This is an optimization exercise on Yosys and OpenROAD, whose aim is small area, a short achievable clock period and few clock cycles per item, not a production implementation. Only simulation tests tie the RTL to the original design; equivalence was not proved. No activity file was given, so power comes from the tool's default toggle rates.

--- flow/design.v ---
package fir_pkg;
    localparam int NTAPS = 65;
    localparam int DW    = 16;
    localparam int FRAC  = 13;
    localparam int ACCW  = 38;    
    localparam int CAW   = 7;
    localparam int NLANE = 12;    
endpackage
module fir_sample_line
#(
    parameter int DW    = fir_pkg::DW,
    parameter int DEPTH = 64
) (
    input  logic                clk,
    input  logic                ins,
    input  logic                zero_fb,
    input  logic [DW-1:0]       wr_dat,
    output logic [DEPTH*DW-1:0] taps
);
    logic [DW-1:0] mem_q [DEPTH];
    always_ff @(posedge clk) begin
        if (ins) begin
            mem_q[0] <= wr_dat;
        end else begin
            mem_q[0] <= mem_q[DEPTH-1] & {DW{~zero_fb}};
        end
    end
    for (genvar i = 1; i < DEPTH; i++) begin : g_sh
        always_ff @(posedge clk) begin
            mem_q[i] <= mem_q[i-1];
        end
    end
    for (genvar i = 0; i < DEPTH; i++) begin : g_tap
        assign taps[i*DW +: DW] = mem_q[i];
    end
endmodule
module fir_lane (
    input  logic              clk,
    input  logic [15:0]       x,
    input  logic [7:0]        one,
    input  logic [7:0]        two,
    input  logic [7:0]        neg,
    input  logic              clr,
    output logic [37:0]       acc_s,
    output logic [37:0]       acc_c
);
    logic [37:0] sa, ca;
    logic [37:0] s_d, c_d;
    logic [16:0] xe, xe1;
    logic [16:0] pp0;
    logic [16:0] pp1;
    logic [16:0] pp2;
    logic [16:0] pp3;
    logic [16:0] pp4;
    logic [16:0] pp5;
    logic [16:0] pp6;
    logic [16:0] pp7;
    logic w0, w1, w2, w3, w4, w5, w6, w7, w8, w9, w10, w11, w12, w13, w14, w15, w16, w17, w18, w19, w20, w21, w22, w23, w24, w25, w26, w27, w28, w29, w30, w31, w32, w33, w34, w35, w36, w37, w38, w39, w40, w41, w42, w43, w44, w45, w46, w47, w48, w49, w50, w51, w52, w53, w54, w55, w56, w57, w58, w59, w60, w61, w62, w63, w64, w65, w66, w67, w68, w69, w70, w71, w72, w73, w74, w75, w76, w77, w78, w79, w80, w81, w82, w83, w84, w85, w86, w87, w88, w89, w90, w91, w92, w93, w94, w95, w96, w97, w98, w99, w100, w101, w102, w103, w104, w105, w106, w107, w108, w109, w110, w111, w112, w113, w114, w115, w116, w117, w118, w119, w120, w121, w122, w123, w124, w125, w126, w127, w128, w129, w130, w131, w132, w133, w134, w135, w136, w137, w138, w139, w140, w141, w142, w143, w144, w145, w146, w147, w148, w149, w150, w151, w152, w153, w154, w155, w156, w157, w158, w159, w160, w161, w162, w163, w164, w165, w166, w167, w168, w169, w170, w171, w172, w173, w174, w175, w176, w177, w178, w179, w180, w181, w182, w183, w184, w185, w186, w187, w188, w189, w190, w191, w192, w193, w194, w195, w196, w197, w198, w199, w200, w201, w202, w203, w204, w205, w206, w207, w208, w209, w210, w211, w212, w213, w214, w215, w216, w217, w218, w219, w220, w221, w222, w223, w224, w225, w226, w227, w228, w229, w230, w231, w232, w233, w234, w235, w236, w237, w238, w239, w240, w241, w242, w243, w244, w245, w246, w247, w248, w249, w250, w251, w252, w253, w254, w255, w256, w257, w258, w259, w260, w261, w262, w263, w264, w265, w266, w267, w268, w269, w270, w271, w272, w273, w274, w275, w276, w277, w278, w279, w280, w281, w282, w283, w284, w285, w286, w287, w288, w289, w290, w291, w292, w293, w294, w295, w296, w297, w298, w299, w300, w301, w302, w303, w304, w305, w306, w307, w308, w309, w310, w311, w312, w313, w314, w315, w316, w317, w318, w319, w320, w321, w322, w323, w324, w325, w326, w327, w328, w329, w330, w331, w332, w333, w334, w335, w336, w337, w338, w339, w340, w341, w342, w343, w344, w345, w346, w347;
    assign sa  = acc_s & {38{~clr}};
    assign ca  = acc_c & {38{~clr}};
    assign xe  = {x[15], x};
    assign xe1 = {x, 1'b0};
    assign pp0[15:0] = ({16{one[0]}} & xe[15:0] | {16{two[0]}} & xe1[15:0]) ^ {16{neg[0]}};
    assign pp0[16]   = ~((one[0] & xe[16] | two[0] & xe1[16]) ^ neg[0]);
    assign pp1[15:0] = ({16{one[1]}} & xe[15:0] | {16{two[1]}} & xe1[15:0]) ^ {16{neg[1]}};
    assign pp1[16]   = ~((one[1] & xe[16] | two[1] & xe1[16]) ^ neg[1]);
    assign pp2[15:0] = ({16{one[2]}} & xe[15:0] | {16{two[2]}} & xe1[15:0]) ^ {16{neg[2]}};
    assign pp2[16]   = ~((one[2] & xe[16] | two[2] & xe1[16]) ^ neg[2]);
    assign pp3[15:0] = ({16{one[3]}} & xe[15:0] | {16{two[3]}} & xe1[15:0]) ^ {16{neg[3]}};
    assign pp3[16]   = ~((one[3] & xe[16] | two[3] & xe1[16]) ^ neg[3]);
    assign pp4[15:0] = ({16{one[4]}} & xe[15:0] | {16{two[4]}} & xe1[15:0]) ^ {16{neg[4]}};
    assign pp4[16]   = ~((one[4] & xe[16] | two[4] & xe1[16]) ^ neg[4]);
    assign pp5[15:0] = ({16{one[5]}} & xe[15:0] | {16{two[5]}} & xe1[15:0]) ^ {16{neg[5]}};
    assign pp5[16]   = ~((one[5] & xe[16] | two[5] & xe1[16]) ^ neg[5]);
    assign pp6[15:0] = ({16{one[6]}} & xe[15:0] | {16{two[6]}} & xe1[15:0]) ^ {16{neg[6]}};
    assign pp6[16]   = ~((one[6] & xe[16] | two[6] & xe1[16]) ^ neg[6]);
    assign pp7[15:0] = ({16{one[7]}} & xe[15:0] | {16{two[7]}} & xe1[15:0]) ^ {16{neg[7]}};
    assign pp7[16]   = ~((one[7] & xe[16] | two[7] & xe1[16]) ^ neg[7]);
    assign w0 = sa[12] ^ ca[12];
    assign w1 = sa[12] & ca[12];
    assign w2 = sa[13] ^ ca[13];
    assign w3 = sa[13] & ca[13];
    assign w4 = sa[14] ^ ca[14] ^ neg[7];
    assign w5 = (sa[14] & ca[14]) | (sa[14] & neg[7]) | (ca[14] & neg[7]);
    assign w6 = pp0[14] ^ pp1[12];
    assign w7 = pp0[14] & pp1[12];
    assign w8 = sa[15] ^ ca[15] ^ pp0[15];
    assign w9 = (sa[15] & ca[15]) | (sa[15] & pp0[15]) | (ca[15] & pp0[15]);
    assign w10 = pp1[13] ^ pp2[11];
    assign w11 = pp1[13] & pp2[11];
    assign w12 = sa[16] ^ ca[16] ^ pp0[16];
    assign w13 = (sa[16] & ca[16]) | (sa[16] & pp0[16]) | (ca[16] & pp0[16]);
    assign w14 = pp1[14] ^ pp2[12];
    assign w15 = pp1[14] & pp2[12];
    assign w16 = sa[17] ^ ca[17] ^ pp1[15];
    assign w17 = (sa[17] & ca[17]) | (sa[17] & pp1[15]) | (ca[17] & pp1[15]);
    assign w18 = sa[18] ^ ca[18];
    assign w19 = sa[18] & ca[18];
    assign w20 = sa[6] ^ ca[6];
    assign w21 = sa[6] & ca[6];
    assign w22 = sa[7] ^ ca[7];
    assign w23 = sa[7] & ca[7];
    assign w24 = sa[8] ^ ca[8] ^ neg[4];
    assign w25 = (sa[8] & ca[8]) | (sa[8] & neg[4]) | (ca[8] & neg[4]);
    assign w26 = pp0[8] ^ pp1[6];
    assign w27 = pp0[8] & pp1[6];
    assign w28 = sa[9] ^ ca[9] ^ pp0[9];
    assign w29 = (sa[9] & ca[9]) | (sa[9] & pp0[9]) | (ca[9] & pp0[9]);
    assign w30 = pp1[7] ^ pp2[5];
    assign w31 = pp1[7] & pp2[5];
    assign w32 = sa[10] ^ ca[10] ^ neg[5];
    assign w33 = (sa[10] & ca[10]) | (sa[10] & neg[5]) | (ca[10] & neg[5]);
    assign w34 = pp0[10] ^ pp1[8] ^ pp2[6];
    assign w35 = (pp0[10] & pp1[8]) | (pp0[10] & pp2[6]) | (pp1[8] & pp2[6]);
    assign w36 = pp3[4] ^ pp4[2];
    assign w37 = pp3[4] & pp4[2];
    assign w38 = sa[11] ^ ca[11] ^ pp0[11];
    assign w39 = (sa[11] & ca[11]) | (sa[11] & pp0[11]) | (ca[11] & pp0[11]);
    assign w40 = pp1[9] ^ pp2[7] ^ pp3[5];
    assign w41 = (pp1[9] & pp2[7]) | (pp1[9] & pp3[5]) | (pp2[7] & pp3[5]);
    assign w42 = pp4[3] ^ pp5[1];
    assign w43 = pp4[3] & pp5[1];
    assign w44 = neg[6] ^ w0 ^ pp0[12];
    assign w45 = (neg[6] & w0) | (neg[6] & pp0[12]) | (w0 & pp0[12]);
    assign w46 = pp1[10] ^ pp2[8] ^ pp3[6];
    assign w47 = (pp1[10] & pp2[8]) | (pp1[10] & pp3[6]) | (pp2[8] & pp3[6]);
    assign w48 = pp4[4] ^ pp5[2] ^ pp6[0];
    assign w49 = (pp4[4] & pp5[2]) | (pp4[4] & pp6[0]) | (pp5[2] & pp6[0]);
    assign w50 = w1 ^ w2 ^ pp0[13];
    assign w51 = (w1 & w2) | (w1 & pp0[13]) | (w2 & pp0[13]);
    assign w52 = pp1[11] ^ pp2[9] ^ pp3[7];
    assign w53 = (pp1[11] & pp2[9]) | (pp1[11] & pp3[7]) | (pp2[9] & pp3[7]);
    assign w54 = pp4[5] ^ pp5[3] ^ pp6[1];
    assign w55 = (pp4[5] & pp5[3]) | (pp4[5] & pp6[1]) | (pp5[3] & pp6[1]);
    assign w56 = w3 ^ pp2[10] ^ pp3[8];
    assign w57 = (w3 & pp2[10]) | (w3 & pp3[8]) | (pp2[10] & pp3[8]);
    assign w58 = pp4[6] ^ pp5[4] ^ pp6[2];
    assign w59 = (pp4[6] & pp5[4]) | (pp4[6] & pp6[2]) | (pp5[4] & pp6[2]);
    assign w60 = pp7[0] ^ w4 ^ w6;
    assign w61 = (pp7[0] & w4) | (pp7[0] & w6) | (w4 & w6);
    assign w62 = pp3[9] ^ pp4[7] ^ pp5[5];
    assign w63 = (pp3[9] & pp4[7]) | (pp3[9] & pp5[5]) | (pp4[7] & pp5[5]);
    assign w64 = pp6[3] ^ pp7[1] ^ w5;
    assign w65 = (pp6[3] & pp7[1]) | (pp6[3] & w5) | (pp7[1] & w5);
    assign w66 = w7 ^ w10 ^ w8;
    assign w67 = (w7 & w10) | (w7 & w8) | (w10 & w8);
    assign w68 = pp3[10] ^ pp4[8] ^ pp5[6];
    assign w69 = (pp3[10] & pp4[8]) | (pp3[10] & pp5[6]) | (pp4[8] & pp5[6]);
    assign w70 = pp6[4] ^ pp7[2] ^ w11;
    assign w71 = (pp6[4] & pp7[2]) | (pp6[4] & w11) | (pp7[2] & w11);
    assign w72 = w14 ^ w9 ^ w12;
    assign w73 = (w14 & w9) | (w14 & w12) | (w9 & w12);
    assign w74 = pp2[13] ^ pp3[11] ^ pp4[9];
    assign w75 = (pp2[13] & pp3[11]) | (pp2[13] & pp4[9]) | (pp3[11] & pp4[9]);
    assign w76 = pp5[7] ^ pp6[5] ^ pp7[3];
    assign w77 = (pp5[7] & pp6[5]) | (pp5[7] & pp7[3]) | (pp6[5] & pp7[3]);
    assign w78 = w15 ^ w13 ^ w16;
    assign w79 = (w15 & w13) | (w15 & w16) | (w13 & w16);
    assign w80 = w18 ^ pp1[16] ^ pp2[14];
    assign w81 = (w18 & pp1[16]) | (w18 & pp2[14]) | (pp1[16] & pp2[14]);
    assign w82 = pp3[12] ^ pp4[10] ^ pp5[8];
    assign w83 = (pp3[12] & pp4[10]) | (pp3[12] & pp5[8]) | (pp4[10] & pp5[8]);
    assign w84 = pp6[6] ^ pp7[4] ^ w17;
    assign w85 = (pp6[6] & pp7[4]) | (pp6[6] & w17) | (pp7[4] & w17);
    assign w86 = sa[19] ^ ca[19] ^ w19;
    assign w87 = (sa[19] & ca[19]) | (sa[19] & w19) | (ca[19] & w19);
    assign w88 = pp2[15] ^ pp3[13] ^ pp4[11];
    assign w89 = (pp2[15] & pp3[13]) | (pp2[15] & pp4[11]) | (pp3[13] & pp4[11]);
    assign w90 = pp5[9] ^ pp6[7] ^ pp7[5];
    assign w91 = (pp5[9] & pp6[7]) | (pp5[9] & pp7[5]) | (pp6[7] & pp7[5]);
    assign w92 = sa[20] ^ ca[20] ^ pp2[16];
    assign w93 = (sa[20] & ca[20]) | (sa[20] & pp2[16]) | (ca[20] & pp2[16]);
    assign w94 = pp3[14] ^ pp4[12] ^ pp5[10];
    assign w95 = (pp3[14] & pp4[12]) | (pp3[14] & pp5[10]) | (pp4[12] & pp5[10]);
    assign w96 = pp6[8] ^ pp7[6];
    assign w97 = pp6[8] & pp7[6];
    assign w98 = sa[21] ^ ca[21] ^ pp3[15];
    assign w99 = (sa[21] & ca[21]) | (sa[21] & pp3[15]) | (ca[21] & pp3[15]);
    assign w100 = pp4[13] ^ pp5[11] ^ pp6[9];
    assign w101 = (pp4[13] & pp5[11]) | (pp4[13] & pp6[9]) | (pp5[11] & pp6[9]);
    assign w102 = sa[22] ^ ca[22] ^ pp3[16];
    assign w103 = (sa[22] & ca[22]) | (sa[22] & pp3[16]) | (ca[22] & pp3[16]);
    assign w104 = pp4[14] ^ pp5[12];
    assign w105 = pp4[14] & pp5[12];
    assign w106 = sa[23] ^ ca[23] ^ pp4[15];
    assign w107 = (sa[23] & ca[23]) | (sa[23] & pp4[15]) | (ca[23] & pp4[15]);
    assign w108 = sa[24] ^ ca[24];
    assign w109 = sa[24] & ca[24];
    assign w110 = sa[2] ^ ca[2];
    assign w111 = sa[2] & ca[2];
    assign w112 = sa[3] ^ ca[3];
    assign w113 = sa[3] & ca[3];
    assign w114 = sa[4] ^ ca[4] ^ neg[2];
    assign w115 = (sa[4] & ca[4]) | (sa[4] & neg[2]) | (ca[4] & neg[2]);
    assign w116 = pp0[4] ^ pp1[2];
    assign w117 = pp0[4] & pp1[2];
    assign w118 = sa[5] ^ ca[5] ^ pp0[5];
    assign w119 = (sa[5] & ca[5]) | (sa[5] & pp0[5]) | (ca[5] & pp0[5]);
    assign w120 = pp1[3] ^ pp2[1];
    assign w121 = pp1[3] & pp2[1];
    assign w122 = neg[3] ^ w20 ^ pp0[6];
    assign w123 = (neg[3] & w20) | (neg[3] & pp0[6]) | (w20 & pp0[6]);
    assign w124 = pp1[4] ^ pp2[2] ^ pp3[0];
    assign w125 = (pp1[4] & pp2[2]) | (pp1[4] & pp3[0]) | (pp2[2] & pp3[0]);
    assign w126 = w21 ^ w22 ^ pp0[7];
    assign w127 = (w21 & w22) | (w21 & pp0[7]) | (w22 & pp0[7]);
    assign w128 = pp1[5] ^ pp2[3] ^ pp3[1];
    assign w129 = (pp1[5] & pp2[3]) | (pp1[5] & pp3[1]) | (pp2[3] & pp3[1]);
    assign w130 = w23 ^ pp2[4] ^ pp3[2];
    assign w131 = (w23 & pp2[4]) | (w23 & pp3[2]) | (pp2[4] & pp3[2]);
    assign w132 = pp4[0] ^ w24 ^ w26;
    assign w133 = (pp4[0] & w24) | (pp4[0] & w26) | (w24 & w26);
    assign w134 = pp3[3] ^ pp4[1] ^ w25;
    assign w135 = (pp3[3] & pp4[1]) | (pp3[3] & w25) | (pp4[1] & w25);
    assign w136 = w27 ^ w30 ^ w28;
    assign w137 = (w27 & w30) | (w27 & w28) | (w30 & w28);
    assign w138 = pp5[0] ^ w32 ^ w31;
    assign w139 = (pp5[0] & w32) | (pp5[0] & w31) | (w32 & w31);
    assign w140 = w36 ^ w29 ^ w34;
    assign w141 = (w36 & w29) | (w36 & w34) | (w29 & w34);
    assign w142 = w33 ^ w37 ^ w42;
    assign w143 = (w33 & w37) | (w33 & w42) | (w37 & w42);
    assign w144 = w35 ^ w38 ^ w40;
    assign w145 = (w35 & w38) | (w35 & w40) | (w38 & w40);
    assign w146 = w43 ^ w39 ^ w41;
    assign w147 = (w43 & w39) | (w43 & w41) | (w39 & w41);
    assign w148 = w44 ^ w46 ^ w48;
    assign w149 = (w44 & w46) | (w44 & w48) | (w46 & w48);
    assign w150 = w45 ^ w47 ^ w49;
    assign w151 = (w45 & w47) | (w45 & w49) | (w47 & w49);
    assign w152 = w50 ^ w52 ^ w54;
    assign w153 = (w50 & w52) | (w50 & w54) | (w52 & w54);
    assign w154 = w51 ^ w53 ^ w55;
    assign w155 = (w51 & w53) | (w51 & w55) | (w53 & w55);
    assign w156 = w56 ^ w58 ^ w60;
    assign w157 = (w56 & w58) | (w56 & w60) | (w58 & w60);
    assign w158 = w57 ^ w59 ^ w62;
    assign w159 = (w57 & w59) | (w57 & w62) | (w59 & w62);
    assign w160 = w64 ^ w61 ^ w66;
    assign w161 = (w64 & w61) | (w64 & w66) | (w61 & w66);
    assign w162 = w63 ^ w65 ^ w68;
    assign w163 = (w63 & w65) | (w63 & w68) | (w65 & w68);
    assign w164 = w70 ^ w67 ^ w72;
    assign w165 = (w70 & w67) | (w70 & w72) | (w67 & w72);
    assign w166 = w69 ^ w74 ^ w76;
    assign w167 = (w69 & w74) | (w69 & w76) | (w74 & w76);
    assign w168 = w71 ^ w73 ^ w78;
    assign w169 = (w71 & w73) | (w71 & w78) | (w73 & w78);
    assign w170 = w75 ^ w77 ^ w80;
    assign w171 = (w75 & w77) | (w75 & w80) | (w77 & w80);
    assign w172 = w82 ^ w79 ^ w84;
    assign w173 = (w82 & w79) | (w82 & w84) | (w79 & w84);
    assign w174 = w86 ^ w81 ^ w83;
    assign w175 = (w86 & w81) | (w86 & w83) | (w81 & w83);
    assign w176 = w88 ^ w90 ^ w85;
    assign w177 = (w88 & w90) | (w88 & w85) | (w90 & w85);
    assign w178 = w87 ^ w96 ^ w89;
    assign w179 = (w87 & w96) | (w87 & w89) | (w96 & w89);
    assign w180 = w91 ^ w92 ^ w94;
    assign w181 = (w91 & w92) | (w91 & w94) | (w92 & w94);
    assign w182 = pp7[7] ^ w97 ^ w93;
    assign w183 = (pp7[7] & w97) | (pp7[7] & w93) | (w97 & w93);
    assign w184 = w95 ^ w98 ^ w100;
    assign w185 = (w95 & w98) | (w95 & w100) | (w98 & w100);
    assign w186 = pp6[10] ^ pp7[8] ^ w104;
    assign w187 = (pp6[10] & pp7[8]) | (pp6[10] & w104) | (pp7[8] & w104);
    assign w188 = w99 ^ w101 ^ w102;
    assign w189 = (w99 & w101) | (w99 & w102) | (w101 & w102);
    assign w190 = pp5[13] ^ pp6[11] ^ pp7[9];
    assign w191 = (pp5[13] & pp6[11]) | (pp5[13] & pp7[9]) | (pp6[11] & pp7[9]);
    assign w192 = w105 ^ w103 ^ w106;
    assign w193 = (w105 & w103) | (w105 & w106) | (w103 & w106);
    assign w194 = w108 ^ pp4[16] ^ pp5[14];
    assign w195 = (w108 & pp4[16]) | (w108 & pp5[14]) | (pp4[16] & pp5[14]);
    assign w196 = pp6[12] ^ pp7[10] ^ w107;
    assign w197 = (pp6[12] & pp7[10]) | (pp6[12] & w107) | (pp7[10] & w107);
    assign w198 = sa[25] ^ ca[25] ^ w109;
    assign w199 = (sa[25] & ca[25]) | (sa[25] & w109) | (ca[25] & w109);
    assign w200 = pp5[15] ^ pp6[13] ^ pp7[11];
    assign w201 = (pp5[15] & pp6[13]) | (pp5[15] & pp7[11]) | (pp6[13] & pp7[11]);
    assign w202 = sa[26] ^ ca[26] ^ pp5[16];
    assign w203 = (sa[26] & ca[26]) | (sa[26] & pp5[16]) | (ca[26] & pp5[16]);
    assign w204 = pp6[14] ^ pp7[12];
    assign w205 = pp6[14] & pp7[12];
    assign w206 = sa[27] ^ ca[27] ^ pp6[15];
    assign w207 = (sa[27] & ca[27]) | (sa[27] & pp6[15]) | (ca[27] & pp6[15]);
    assign w208 = sa[28] ^ ca[28];
    assign w209 = sa[28] & ca[28];
    assign w210 = sa[0] ^ ca[0];
    assign w211 = sa[0] & ca[0];
    assign w212 = sa[1] ^ ca[1];
    assign w213 = sa[1] & ca[1];
    assign w214 = neg[1] ^ w110 ^ pp0[2];
    assign w215 = (neg[1] & w110) | (neg[1] & pp0[2]) | (w110 & pp0[2]);
    assign w216 = w111 ^ w112 ^ pp0[3];
    assign w217 = (w111 & w112) | (w111 & pp0[3]) | (w112 & pp0[3]);
    assign w218 = w113 ^ pp2[0] ^ w114;
    assign w219 = (w113 & pp2[0]) | (w113 & w114) | (pp2[0] & w114);
    assign w220 = w115 ^ w117 ^ w120;
    assign w221 = (w115 & w117) | (w115 & w120) | (w117 & w120);
    assign w222 = w121 ^ w119 ^ w122;
    assign w223 = (w121 & w119) | (w121 & w122) | (w119 & w122);
    assign w224 = w123 ^ w125 ^ w126;
    assign w225 = (w123 & w125) | (w123 & w126) | (w125 & w126);
    assign w226 = w127 ^ w129 ^ w130;
    assign w227 = (w127 & w129) | (w127 & w130) | (w129 & w130);
    assign w228 = w131 ^ w134 ^ w133;
    assign w229 = (w131 & w134) | (w131 & w133) | (w134 & w133);
    assign w230 = w135 ^ w138 ^ w137;
    assign w231 = (w135 & w138) | (w135 & w137) | (w138 & w137);
    assign w232 = w139 ^ w142 ^ w141;
    assign w233 = (w139 & w142) | (w139 & w141) | (w142 & w141);
    assign w234 = w143 ^ w145 ^ w146;
    assign w235 = (w143 & w145) | (w143 & w146) | (w145 & w146);
    assign w236 = w147 ^ w149 ^ w150;
    assign w237 = (w147 & w149) | (w147 & w150) | (w149 & w150);
    assign w238 = w151 ^ w153 ^ w154;
    assign w239 = (w151 & w153) | (w151 & w154) | (w153 & w154);
    assign w240 = w155 ^ w158 ^ w157;
    assign w241 = (w155 & w158) | (w155 & w157) | (w158 & w157);
    assign w242 = w159 ^ w162 ^ w161;
    assign w243 = (w159 & w162) | (w159 & w161) | (w162 & w161);
    assign w244 = w163 ^ w166 ^ w165;
    assign w245 = (w163 & w166) | (w163 & w165) | (w166 & w165);
    assign w246 = w167 ^ w170 ^ w172;
    assign w247 = (w167 & w170) | (w167 & w172) | (w170 & w172);
    assign w248 = w171 ^ w174 ^ w173;
    assign w249 = (w171 & w174) | (w171 & w173) | (w174 & w173);
    assign w250 = w175 ^ w178 ^ w180;
    assign w251 = (w175 & w178) | (w175 & w180) | (w178 & w180);
    assign w252 = w179 ^ w181 ^ w182;
    assign w253 = (w179 & w181) | (w179 & w182) | (w181 & w182);
    assign w254 = w183 ^ w186 ^ w185;
    assign w255 = (w183 & w186) | (w183 & w185) | (w186 & w185);
    assign w256 = w190 ^ w187 ^ w189;
    assign w257 = (w190 & w187) | (w190 & w189) | (w187 & w189);
    assign w258 = w191 ^ w194 ^ w193;
    assign w259 = (w191 & w194) | (w191 & w193) | (w194 & w193);
    assign w260 = w198 ^ w195 ^ w200;
    assign w261 = (w198 & w195) | (w198 & w200) | (w195 & w200);
    assign w262 = w199 ^ w204 ^ w201;
    assign w263 = (w199 & w204) | (w199 & w201) | (w204 & w201);
    assign w264 = pp7[13] ^ w205 ^ w203;
    assign w265 = (pp7[13] & w205) | (pp7[13] & w203) | (w205 & w203);
    assign w266 = w208 ^ pp6[16] ^ pp7[14];
    assign w267 = (w208 & pp6[16]) | (w208 & pp7[14]) | (pp6[16] & pp7[14]);
    assign w268 = sa[29] ^ ca[29] ^ w209;
    assign w269 = (sa[29] & ca[29]) | (sa[29] & w209) | (ca[29] & w209);
    assign w270 = sa[30] ^ ca[30];
    assign w271 = sa[30] & ca[30];
    assign w272 = neg[0] ^ w210;
    assign w273 = neg[0] & w210;
    assign w274 = w211 ^ w212 ^ pp0[1];
    assign w275 = (w211 & w212) | (w211 & pp0[1]) | (w212 & pp0[1]);
    assign w276 = w213 ^ pp1[0] ^ w214;
    assign w277 = (w213 & pp1[0]) | (w213 & w214) | (pp1[0] & w214);
    assign w278 = pp1[1] ^ w215 ^ w216;
    assign w279 = (pp1[1] & w215) | (pp1[1] & w216) | (w215 & w216);
    assign w280 = w116 ^ w217 ^ w218;
    assign w281 = (w116 & w217) | (w116 & w218) | (w217 & w218);
    assign w282 = w118 ^ w219 ^ w220;
    assign w283 = (w118 & w219) | (w118 & w220) | (w219 & w220);
    assign w284 = w124 ^ w221 ^ w222;
    assign w285 = (w124 & w221) | (w124 & w222) | (w221 & w222);
    assign w286 = w128 ^ w223 ^ w224;
    assign w287 = (w128 & w223) | (w128 & w224) | (w223 & w224);
    assign w288 = w132 ^ w225 ^ w226;
    assign w289 = (w132 & w225) | (w132 & w226) | (w225 & w226);
    assign w290 = w227 ^ w136 ^ w228;
    assign w291 = (w227 & w136) | (w227 & w228) | (w136 & w228);
    assign w292 = w140 ^ w229 ^ w230;
    assign w293 = (w140 & w229) | (w140 & w230) | (w229 & w230);
    assign w294 = w144 ^ w231 ^ w232;
    assign w295 = (w144 & w231) | (w144 & w232) | (w231 & w232);
    assign w296 = w148 ^ w233 ^ w234;
    assign w297 = (w148 & w233) | (w148 & w234) | (w233 & w234);
    assign w298 = w152 ^ w235 ^ w236;
    assign w299 = (w152 & w235) | (w152 & w236) | (w235 & w236);
    assign w300 = w237 ^ w156 ^ w238;
    assign w301 = (w237 & w156) | (w237 & w238) | (w156 & w238);
    assign w302 = w239 ^ w160 ^ w240;
    assign w303 = (w239 & w160) | (w239 & w240) | (w160 & w240);
    assign w304 = w164 ^ w241 ^ w242;
    assign w305 = (w164 & w241) | (w164 & w242) | (w241 & w242);
    assign w306 = w168 ^ w243 ^ w244;
    assign w307 = (w168 & w243) | (w168 & w244) | (w243 & w244);
    assign w308 = w169 ^ w245 ^ w246;
    assign w309 = (w169 & w245) | (w169 & w246) | (w245 & w246);
    assign w310 = w176 ^ w248 ^ w247;
    assign w311 = (w176 & w248) | (w176 & w247) | (w248 & w247);
    assign w312 = w177 ^ w250 ^ w249;
    assign w313 = (w177 & w250) | (w177 & w249) | (w250 & w249);
    assign w314 = w184 ^ w252 ^ w251;
    assign w315 = (w184 & w252) | (w184 & w251) | (w252 & w251);
    assign w316 = w188 ^ w253 ^ w254;
    assign w317 = (w188 & w253) | (w188 & w254) | (w253 & w254);
    assign w318 = w192 ^ w255 ^ w256;
    assign w319 = (w192 & w255) | (w192 & w256) | (w255 & w256);
    assign w320 = w196 ^ w257 ^ w258;
    assign w321 = (w196 & w257) | (w196 & w258) | (w257 & w258);
    assign w322 = w197 ^ w260 ^ w259;
    assign w323 = (w197 & w260) | (w197 & w259) | (w260 & w259);
    assign w324 = w202 ^ w261 ^ w262;
    assign w325 = (w202 & w261) | (w202 & w262) | (w261 & w262);
    assign w326 = w206 ^ w263 ^ w264;
    assign w327 = (w206 & w263) | (w206 & w264) | (w263 & w264);
    assign w328 = w207 ^ w266 ^ w265;
    assign w329 = (w207 & w266) | (w207 & w265) | (w266 & w265);
    assign w330 = pp7[15] ^ w268 ^ w267;
    assign w331 = (pp7[15] & w268) | (pp7[15] & w267) | (w268 & w267);
    assign w332 = w270 ^ pp7[16] ^ w269;
    assign w333 = (w270 & pp7[16]) | (w270 & w269) | (pp7[16] & w269);
    assign w334 = sa[31] ^ ca[31] ^ w271;
    assign w335 = (sa[31] & ca[31]) | (sa[31] & w271) | (ca[31] & w271);
    assign w336 = sa[32] ^ ca[32];
    assign w337 = sa[32] & ca[32];
    assign w338 = sa[33] ^ ca[33];
    assign w339 = sa[33] & ca[33];
    assign w340 = sa[34] ^ ca[34];
    assign w341 = sa[34] & ca[34];
    assign w342 = sa[35] ^ ca[35];
    assign w343 = sa[35] & ca[35];
    assign w344 = sa[36] ^ ca[36];
    assign w345 = sa[36] & ca[36];
    assign w346 = sa[37] ^ ca[37];
    assign w347 = sa[37] & ca[37];
    assign s_d[0] = w272;
    assign c_d[0] = pp0[0];
    assign s_d[1] = w274;
    assign c_d[1] = w273;
    assign s_d[2] = w276;
    assign c_d[2] = w275;
    assign s_d[3] = w278;
    assign c_d[3] = w277;
    assign s_d[4] = w280;
    assign c_d[4] = w279;
    assign s_d[5] = w282;
    assign c_d[5] = w281;
    assign s_d[6] = w284;
    assign c_d[6] = w283;
    assign s_d[7] = w286;
    assign c_d[7] = w285;
    assign s_d[8] = w288;
    assign c_d[8] = w287;
    assign s_d[9] = w290;
    assign c_d[9] = w289;
    assign s_d[10] = w292;
    assign c_d[10] = w291;
    assign s_d[11] = w294;
    assign c_d[11] = w293;
    assign s_d[12] = w296;
    assign c_d[12] = w295;
    assign s_d[13] = w298;
    assign c_d[13] = w297;
    assign s_d[14] = w300;
    assign c_d[14] = w299;
    assign s_d[15] = w302;
    assign c_d[15] = w301;
    assign s_d[16] = w304;
    assign c_d[16] = w303;
    assign s_d[17] = w306;
    assign c_d[17] = w305;
    assign s_d[18] = w308;
    assign c_d[18] = w307;
    assign s_d[19] = w310;
    assign c_d[19] = w309;
    assign s_d[20] = w312;
    assign c_d[20] = w311;
    assign s_d[21] = w314;
    assign c_d[21] = w313;
    assign s_d[22] = w316;
    assign c_d[22] = w315;
    assign s_d[23] = w318;
    assign c_d[23] = w317;
    assign s_d[24] = w320;
    assign c_d[24] = w319;
    assign s_d[25] = w322;
    assign c_d[25] = w321;
    assign s_d[26] = w324;
    assign c_d[26] = w323;
    assign s_d[27] = w326;
    assign c_d[27] = w325;
    assign s_d[28] = w328;
    assign c_d[28] = w327;
    assign s_d[29] = w330;
    assign c_d[29] = w329;
    assign s_d[30] = w332;
    assign c_d[30] = w331;
    assign s_d[31] = w334;
    assign c_d[31] = w333;
    assign s_d[32] = w336;
    assign c_d[32] = w335;
    assign s_d[33] = w338;
    assign c_d[33] = w337;
    assign s_d[34] = w340;
    assign c_d[34] = w339;
    assign s_d[35] = w342;
    assign c_d[35] = w341;
    assign s_d[36] = w344;
    assign c_d[36] = w343;
    assign s_d[37] = w346;
    assign c_d[37] = w345;
    always_ff @(posedge clk) begin
        acc_s <= s_d;
        acc_c <= c_d;
    end
endmodule
import fir_pkg::*;
module pulse_shape_fir #(
    parameter int NTAPS = fir_pkg::NTAPS,
    parameter int DW    = fir_pkg::DW,
    parameter int ACCW  = fir_pkg::ACCW
) (
    input  logic                    clk,
    input  logic                    reset_n,
    input  logic [DW-1:0]           sample_in,
    input  logic                    sample_valid,
    output logic                    ready,
    output logic [fir_pkg::CAW-1:0] coef_addr,
    input  logic [DW-1:0]           coef_in,
    output logic [DW-1:0]           y_out,
    output logic                    y_valid,
    output logic                    sample_drop
);
    localparam int M  = fir_pkg::NLANE;
    localparam int KH = 22;                         
    localparam logic [KH-1:0] KBIAS = 22'h3faaab;    
    logic [5:0]       r_q, r_d;        
    logic [6:0]       k_q, k_d;        
    logic             win_q, win_d;    
    logic             open_q, open_d;  
    logic             ready_q, ready_d;
    logic             fw_q, fw_d;      
    logic [6:0]       n_q, n_d;        
    logic [5:0]       m_q, m_d;        
    logic             drop_q;
    logic             slot_q, slot_d;  
    logic             stv_q, stv_d;    
    logic [DW-1:0]    stg_q;
    logic             acc, ins, start, zero_fb;
    logic [6:0]       rn;
    logic [DW-1:0]    ring_in;
    assign acc     = ready_q & sample_valid;
    assign ins     = slot_q & (stv_q | sample_valid);
    assign ring_in = stv_q ? stg_q : sample_in;
    assign rn      = {1'b0, r_q} + n_q;
    assign zero_fb = ~rn[6];
    always_comb begin
        r_d    = ins ? 6'd0 : r_q + 6'd1;
        start  = ~ins & (r_q == 6'(M - 1));
        k_d    = k_q;
        win_d  = win_q;
        open_d = open_q;
        fw_d   = fw_q;
        m_d    = m_q;
        n_d    = n_q;
        if (ins) begin
            m_d = m_q + 6'd1;
            if (!n_q[6]) n_d = n_q + 7'd1;
        end
        if (slot_q & ~ins) open_d = 1'b0;
        if (win_q) begin
            if (k_q == 7'd0) win_d = 1'b0;
            else             k_d   = k_q - 7'd1;
        end
        if (start) begin
            k_d    = 7'd64;
            win_d  = 1'b1;
            open_d = 1'b1;
            m_d    = 6'd0;
            fw_d   = (n_q == 7'd0);
        end
        slot_d  = win_d & open_d & (k_d != 7'd0) & (k_d <= 7'(M));
        stv_d   = ins ? (stv_q & acc) : (stv_q | acc);
        ready_d = ~stv_d | slot_d;
    end
    always_ff @(posedge clk or negedge reset_n) begin
        if (!reset_n) begin
            r_q     <= '0;
            k_q     <= 7'(M);
            win_q   <= 1'b1;
            open_q  <= 1'b1;
            slot_q  <= 1'b1;
            stv_q   <= 1'b0;
            ready_q <= 1'b1;
            fw_q    <= 1'b1;
            n_q     <= '0;
            m_q     <= '0;
            drop_q  <= 1'b0;
        end else begin
            r_q     <= r_d;
            k_q     <= k_d;
            win_q   <= win_d;
            open_q  <= open_d;
            slot_q  <= slot_d;
            stv_q   <= stv_d;
            ready_q <= ready_d;
            fw_q    <= fw_d;
            n_q     <= n_d;
            m_q     <= m_d;
            drop_q  <= sample_valid & ~ready_q;
        end
    end
    always_ff @(posedge clk) begin
        if (acc & ~(ins & ~stv_q)) stg_q <= sample_in;
    end
    assign ready       = ready_q;
    assign coef_addr   = k_q;
    assign sample_drop = drop_q;
    logic [64*DW-1:0] taps;
    fir_sample_line #(.DW(DW), .DEPTH(64)) u_line (
        .clk     (clk),
        .ins     (ins),
        .zero_fb (zero_fb),
        .wr_dat  (ring_in),
        .taps    (taps)
    );
    logic [DW-1:0] coef_q;
    logic [6:0]    k1_q;
    logic          w1_q, fw1_q;
    logic [7:0]    one_q, two_q, neg_q;
    logic [M-1:0]  clr_q;
    logic [7:0]    one_d, two_d, neg_d;
    logic [M-1:0]  clr_d;
    logic [16:0]   cx;
    assign cx = {coef_q, 1'b0};
    always_comb begin
        for (int i = 0; i < 8; i++) begin
            one_d[i] = w1_q & (cx[2*i+1] ^ cx[2*i]);
            two_d[i] = w1_q & ((cx[2*i+2] & ~cx[2*i+1] & ~cx[2*i]) | (~cx[2*i+2] & cx[2*i+1] & cx[2*i]));
            neg_d[i] = w1_q & cx[2*i+2] & ~(cx[2*i+1] & cx[2*i]);
        end
        for (int j = 0; j < M; j++) begin
            clr_d[j] = w1_q & ((k1_q == 7'd64) | (fw1_q & (k1_q == 7'(j))));
        end
    end
    always_ff @(posedge clk or negedge reset_n) begin
        if (!reset_n) begin
            w1_q <= 1'b0;
        end else begin
            w1_q <= win_q;
        end
    end
    always_ff @(posedge clk) begin
        coef_q <= coef_in;
        k1_q   <= k_q;
        fw1_q  <= fw_q;
        one_q  <= one_d;
        two_q  <= two_d;
        neg_q  <= neg_d;
        clr_q  <= clr_d;
    end
    logic [ACCW-1:0] acc_s [M];
    logic [ACCW-1:0] acc_c [M];
    for (genvar j = 0; j < M; j++) begin : g_lane
        fir_lane u_lane (
            .clk   (clk),
            .x     (taps[(M+1-j)*DW +: DW]),
            .one   (one_q),
            .two   (two_q),
            .neg   (neg_q),
            .clr   (clr_q[j]),
            .acc_s (acc_s[j]),
            .acc_c (acc_c[j])
        );
    end
    logic          p1_q, p2_q;
    logic [M-1:0]  rsel_q;
    logic [5:0]    mrd_q;
    logic          fwr_q;
    logic [M-1:0]  rvm;
    logic          rv_q;
    logic [ACCW-1:0] rs_q, rc_q, rs_d, rc_d;
    logic [KH-1:0] cn_q, cn_d;
    logic [ACCW-1:0] cst, tot;
    logic [ACCW-1:0] t_s, t_c;
    logic [ACCW-FRAC-1:0] rnd;
    logic [DW-1:0] y_q, y_d;
    logic          yv_q;
    always_comb begin
        rs_d = '0;
        rc_d = '0;
        for (int j = 0; j < M; j++) begin
            rs_d = rs_d | (acc_s[j] & {ACCW{rsel_q[j]}});
            rc_d = rc_d | (acc_c[j] & {ACCW{rsel_q[j]}});
            rvm[j] = rsel_q[j] & (6'(j) < mrd_q);
        end
        if (rsel_q[0]) cn_d = fwr_q ? KBIAS : KH'(KBIAS * 65);
        else           cn_d = cn_q + (fwr_q ? KH'(KBIAS * 2) : KBIAS);
    end
    always_ff @(posedge clk or negedge reset_n) begin
        if (!reset_n) begin
            p1_q   <= 1'b0;
            p2_q   <= 1'b0;
            rsel_q <= '0;
            rv_q   <= 1'b0;
            yv_q   <= 1'b0;
            y_q    <= '0;
        end else begin
            p1_q   <= win_q & (k_q == 7'd0);
            p2_q   <= p1_q;
            rsel_q <= {rsel_q[M-2:0], p2_q};
            rv_q   <= |rvm;
            yv_q   <= rv_q;
            if (rv_q) y_q <= y_d;
        end
    end
    always_ff @(posedge clk) begin
        if (win_q & (k_q == 7'd0)) begin
            mrd_q <= m_q;
            fwr_q <= fw_q;
        end
        rs_q <= rs_d;
        rc_q <= rc_d;
        cn_q <= cn_d;
    end
    assign cst = {cn_q, 16'h1000};
    assign t_s = rs_q ^ rc_q ^ cst;
    assign t_c = {(rs_q[ACCW-2:0] & rc_q[ACCW-2:0]) | (rs_q[ACCW-2:0] & cst[ACCW-2:0]) | (rc_q[ACCW-2:0] & cst[ACCW-2:0]), 1'b0};
    assign tot = t_s + t_c;
    assign rnd = tot[ACCW-1:FRAC];
    always_comb begin
        if (!rnd[ACCW-FRAC-1] && (|rnd[ACCW-FRAC-2:DW-1]))      y_d = {1'b0, {(DW-1){1'b1}}};
        else if (rnd[ACCW-FRAC-1] && !(&rnd[ACCW-FRAC-2:DW-1])) y_d = {1'b1, {(DW-1){1'b0}}};
        else                                                    y_d = rnd[DW-1:0];
    end
    assign y_out   = y_q;
    assign y_valid = yv_q;
endmodule
--- flow/run.sh ---
#!/bin/bash
# synth_recipe.tcl (not shown) runs the flow's synth.tcl, then flattens the netlist and writes it again
# the make line also repeats each setting of config.mk as NAME=value (left out here)
make -C /OpenROAD-flow-scripts/flow DESIGN_CONFIG=/design/flow/config.mk WORK_HOME=/design/flow/orfs CLKGATE_MAP_FILE= SYNTH_SCRIPT=/design/flow/synth_recipe.tcl finish
--- flow/config.mk ---
export PLATFORM = sky130hd
export DESIGN_NAME = pulse_shape_fir
export DESIGN_NICKNAME = pulse_shape_fir
export VERILOG_FILES = /design/flow/design.v
export SDC_FILE = /design/flow/constraint.sdc
export NUM_CORES = 4
export LEC_CHECK = 0
export CAP_MARGIN = 20
export CORE_MARGIN = 2
export CORE_UTILIZATION = 40
export PLACE_DENSITY = 0.6
export SLEW_MARGIN = 20
--- flow/constraint.sdc ---
create_clock -name core_clock -period 12.5 [get_ports {clk}]
set_input_delay 2.5000 -clock core_clock [delete_from_list [all_inputs] [get_ports {clk}]]
set_output_delay 2.5000 -clock core_clock [all_outputs]
set_load 0.01 [all_outputs]
==> out/metrics.csv <==
stage;metric;value;unit
outcome;status;timing/DRC/antenna clean;
place;number of port buffers;60;
critical_path;launch point of the worst path;neg_q[4];
clock_network;CTS buffer count;237;
timing;unrepaired setup endpoints after global routing;no;
synthesis;largest family of logic cells by synthesized area;adder cells;
critical_path;CP max stage cell;buf_4;
floorplanning;core box area;336000;um2
synthesis;Synth Area in Adders;0.300;
pwr;Pwr Density;229;nW/um2
critical_path;R2R cell count;9;
critical_path;delay-heaviest family, CP;buffers and inverters;
min_path;WHS Endpoint;u_line.mem_q[40][15];
timing;post-route setup TNS;0;ns
synthesis;total nets after synthesis;14600;
place;Routability Congestion;0.932;
clock_network;clock sink count;2183;
global_route;Overflow after GRT;0;
pwr;final total power;33700;uW
place;dpl hpwl;309000;um
clock_network;Root Driver;clkbuf_16;
synthesis;asr flop ratio synth;0.0302;
global_route;largest net degree at the start of global routing;136;
global_route;first-pass GRT wire length;671000;um
critical_path;Buf+Inv Stages, Crit Path;4;
route;DRT iter0 DRCs;9403;
cells_and_area;share of cells above drive strength 1;0.0645;
clock_network;clock latency on the worst-skew pair;0.97;ns
floorplanning;die width;584;um
timing;Final Cycle Share;0.429;
clock_network;TritonCTS clock tree;built;
synthesis;Yosys reg bits;2183;
timing;Setup Viol. Count Final;0;
route;vias per inst;5.66;
timing;fin. max-slew vios;0;
synthesis;Cells after Synth;12400;
timing;Hold Vio Cnt, Final;0;
timing;Clock Skew;0.113;ns
global_route;vias in the first global route;98100;
pwr;Peak supply drop;0.150;mV
timing;final worst slack;7.14;ns
floorplanning;die footprint;341000;um2
critical_path;Worst Path Max Fanout;56;
clock_network;PostCTS Resize Cnt;0;
cells_and_area;Synth-to-Final Area Change;9.38;%
floorplanning;I/O Pins;61;
pwr;leakage power;0.0595;uW
cells_and_area;fillers;31400;
critical_path;Crit path largest cell delay;0.90;ns
global_route;initial antenna violation count;41;
clock_network;Post-CTS Repair Setup Buffers;0;
synthesis;Post-Synth Simple-Gate Area;0.0624;
route;WL/cell;27.9;um
clock_network;clk slew on worst S/H paths;0.07;ns
place;pre-CTS WS;7.33;ns
cells_and_area;most frequent cells in the layout;dfxtp_1, fa_1, inv_1;
clock_network;hold_buf cts;0;
critical_path;CP most frequent cell;fa_1;
route;drt pass-1 iters;9;
critical_path;Worst setup SP type;flop;
critical_path;Critical Path RT;13.25;ns
global_route;Tot GR Track Use;0.268;
critical_path;reg2reg setup slack;7.14;ns
synthesis;synth warn;6;
critical_path;CP arrival;6.11;ns
cells_and_area;# nets final;14000;
floorplanning;height of the die;584;um
timing;min Tclk post-route;5.36;ns
synthesis;Cell variety after synth;84;
critical_path;r2r startpoint;neg_q[4];
min_path;hold path depth;0;
cells_and_area;storage element area;44400;um2
route;Antenna Nets Post-Route;0;
synthesis;Most used DFF post-synth;dfxtp_1;
timing;fmax;186;MHz
synthesis;Synth Area in Compound Gates;0.123;
synthesis;post-synthesis xor/xnor area fraction;0.110;
synthesis;sequential-to-total area share from yosys stat;0.329;
synthesis;Netlist Area Pre-Place;135000;um2
min_path;HP Start;u_line.mem_q[39][15];
min_path;Worst Hold Class;flop to flop;
critical_path;crit path capture type;flop;
synthesis;number of flops mapped to enable cells by yosys;23;
floorplanning;initial core utilization;0.401;
critical_path;R2R Path End;g_lane[6].u_lane.acc_s[24];
synthesis;post-synthesis mux area share;0.00126;
route;vias;92800;
critical_path;critical-path cell list;inv_8 > buf_4 > buf_4 > xnor2_1 > fa_1 > fa_1 > fa_1 > inv_1 > fa_1;
job;max cap viols;0;
synthesis;synthesized area per cell;10.9;um2
route;drt drc;0;
timing;worst slew pin tran;1.27;ns
floorplanning;cell row count;213;
critical_path;crit path kind;flop to flop;
clock_network;Clock H-tree levels;4;
route;routed wire length;458000;um
clock_network;CTS Buffer Depth;4;
cells_and_area;leading cell type in the layout, fill and taps excluded;dfxtp_1;
timing;slew margin rel.;0.154;
cells_and_area;multi-input logic area;80300;um2
-- where the power goes --
part / total (uW) / internal [uW] / leakage, uW / switching [uW]
Clock: 7480 / 4370 / 0.00404 / 3110
Sequential: 10900 / 9010 / 0.0182 / 1880
Combinational: 15400 / 6660 / 0.0372 / 8710
Total: 33700 / 20000 / 0.0595 / 13700
-- cell usage after synthesis, drive strengths merged, types with 23 or more instances --
cell type / n / area (um2)
dfrtp: 59 / 1480
fa: 1737 / 34800
ha: 443 / 5540
nand2: 257 / 967
nor2: 82 / 308
a221oi: 230 / 2010
a22o: 228 / 2000
dfxtp: 2094 / 41900
xnor2: 1125 / 9850
nand2b: 324 / 2030
o21ai: 56 / 280
a21oi: 56 / 280
edfxtp: 23 / 691
nor2b: 588 / 3680
xor2: 573 / 5020
nor3: 24 / 120
nand3: 101 / 510
clkbuf: 902 / 3390
inv: 1515 / 5690
buf: 238 / 927
a22oi: 1441 / 10800
-- through the flow --
step / cells / util / cell area [um2] / hold WS [ns]
floorplan: 12400 / - / 135000 / 0.310
global placement: 16000 / 0.414 / 139000 / 0.309
detailed placement: 16000 / 0.414 / 139000 / 0.312
CTS: 16400 / 0.438 / 147000 / 0.256
global route: 16400 / 0.438 / 147000 / 0.272
finish: 16400 / 0.438 / 147000 / 0.262
-- sequential cells by signal, indices dropped and copies added, names as in the netlist, 7 cells and up --
| signal | count |
|---|---|
| clr_q | 12 |
| cn_q | 22 |
| coef_q | 16 |
| g_lane.u_lane.acc_c | 456 |
| g_lane.u_lane.acc_s | 456 |
| k1_q | 7 |
| k_q | 7 |
| n_q | 7 |
| neg_q | 8 |
| one_q | 8 |
| rc_q | 38 |
| rs_q | 38 |
| rsel_q | 12 |
| stg_q | 16 |
| two_q | 8 |
| u_line.mem_q | 1024 |
| y_q | 16 |
-- area by class of cell --
class / count / share of cell area
multi-input combinational: 7522 / 0.546
antenna: 8 / 0.000136
timing repair buffer: 332 / 0.0200
clock buffer: 323 / 0.0461
sequential: 2183 / 0.302
tap: 4407 / 0.0374
clock inverter: 110 / 0.0101
inverter: 1515 / 0.0387
-- per-layer routing --
metal / vias up / global-route usage / part of all wire
met4: 38 / 0.0957 / 0.036
met3: 1101 / 0.120 / 0.15
met2: 5152 / 0.392 / 0.42
li1: 38800 / - / -
met1: 47700 / 0.347 / 0.40
met5: - / 0 / 0.00056
-- logic make-up (layout without fill, tap and decap cells) --
kind of cell / count (synthesis) / count (layout)
AOI/OAI and AO/OA: 2146 / 2146
xor gates and xnor gates: 1698 / 1698
adders and majority gates: 2181 / 2181
buffers and inverters: 2655 / 2280
DFF: 2183 / 2183
muxes: 17 / 17
other: 0 / 8
and+or+nand+nor: 1480 / 1480
-- worst max-delay path by stage --
| stage | depth (start not counted) | end |
|---|---|---|
| finish | 9 | g_lane[6].u_lane.acc_s[24] |
| global route | 9 | g_lane[6].u_lane.acc_s[24] |
| CTS | 9 | g_lane[6].u_lane.acc_s[24] |
| detailed placement | 9 | g_lane[6].u_lane.acc_s[24] |
| global placement | 9 | g_lane[6].u_lane.acc_s[24] |
| floorplan | 12 | g_lane[2].u_lane.acc_s[18] |
Testbench counts, summed over its fixed seeds: cycles 5,704, items 960.

==> what the ideal ports hide <==
No port has a modelled driver above. Below, the same layout with a new extraction and two added sets of constraints. Step 1 sets driving cells, clkbuf_16 on the clock port and buf_2 on the other inputs (assumed; they add their load-dependent delay and slew). Step 2, shift: input delay + t, output delay - t, t = (earliest + latest rising clock arrival at the registers) / 2. This alone moves slack from input paths to output paths. Slacks: no drivers / after step 1 / after step 2; pairs: no drivers / after step 1.
t, ns: 1.028
setup slack, ns: 7.137 / 7.137 / 7.137
worst setup path after step 2: register to register
After both steps this run still meets setup and hold. For this run, drivers alone change the setup slack by 0.000 ns; drivers and shift together by 0.000 ns.
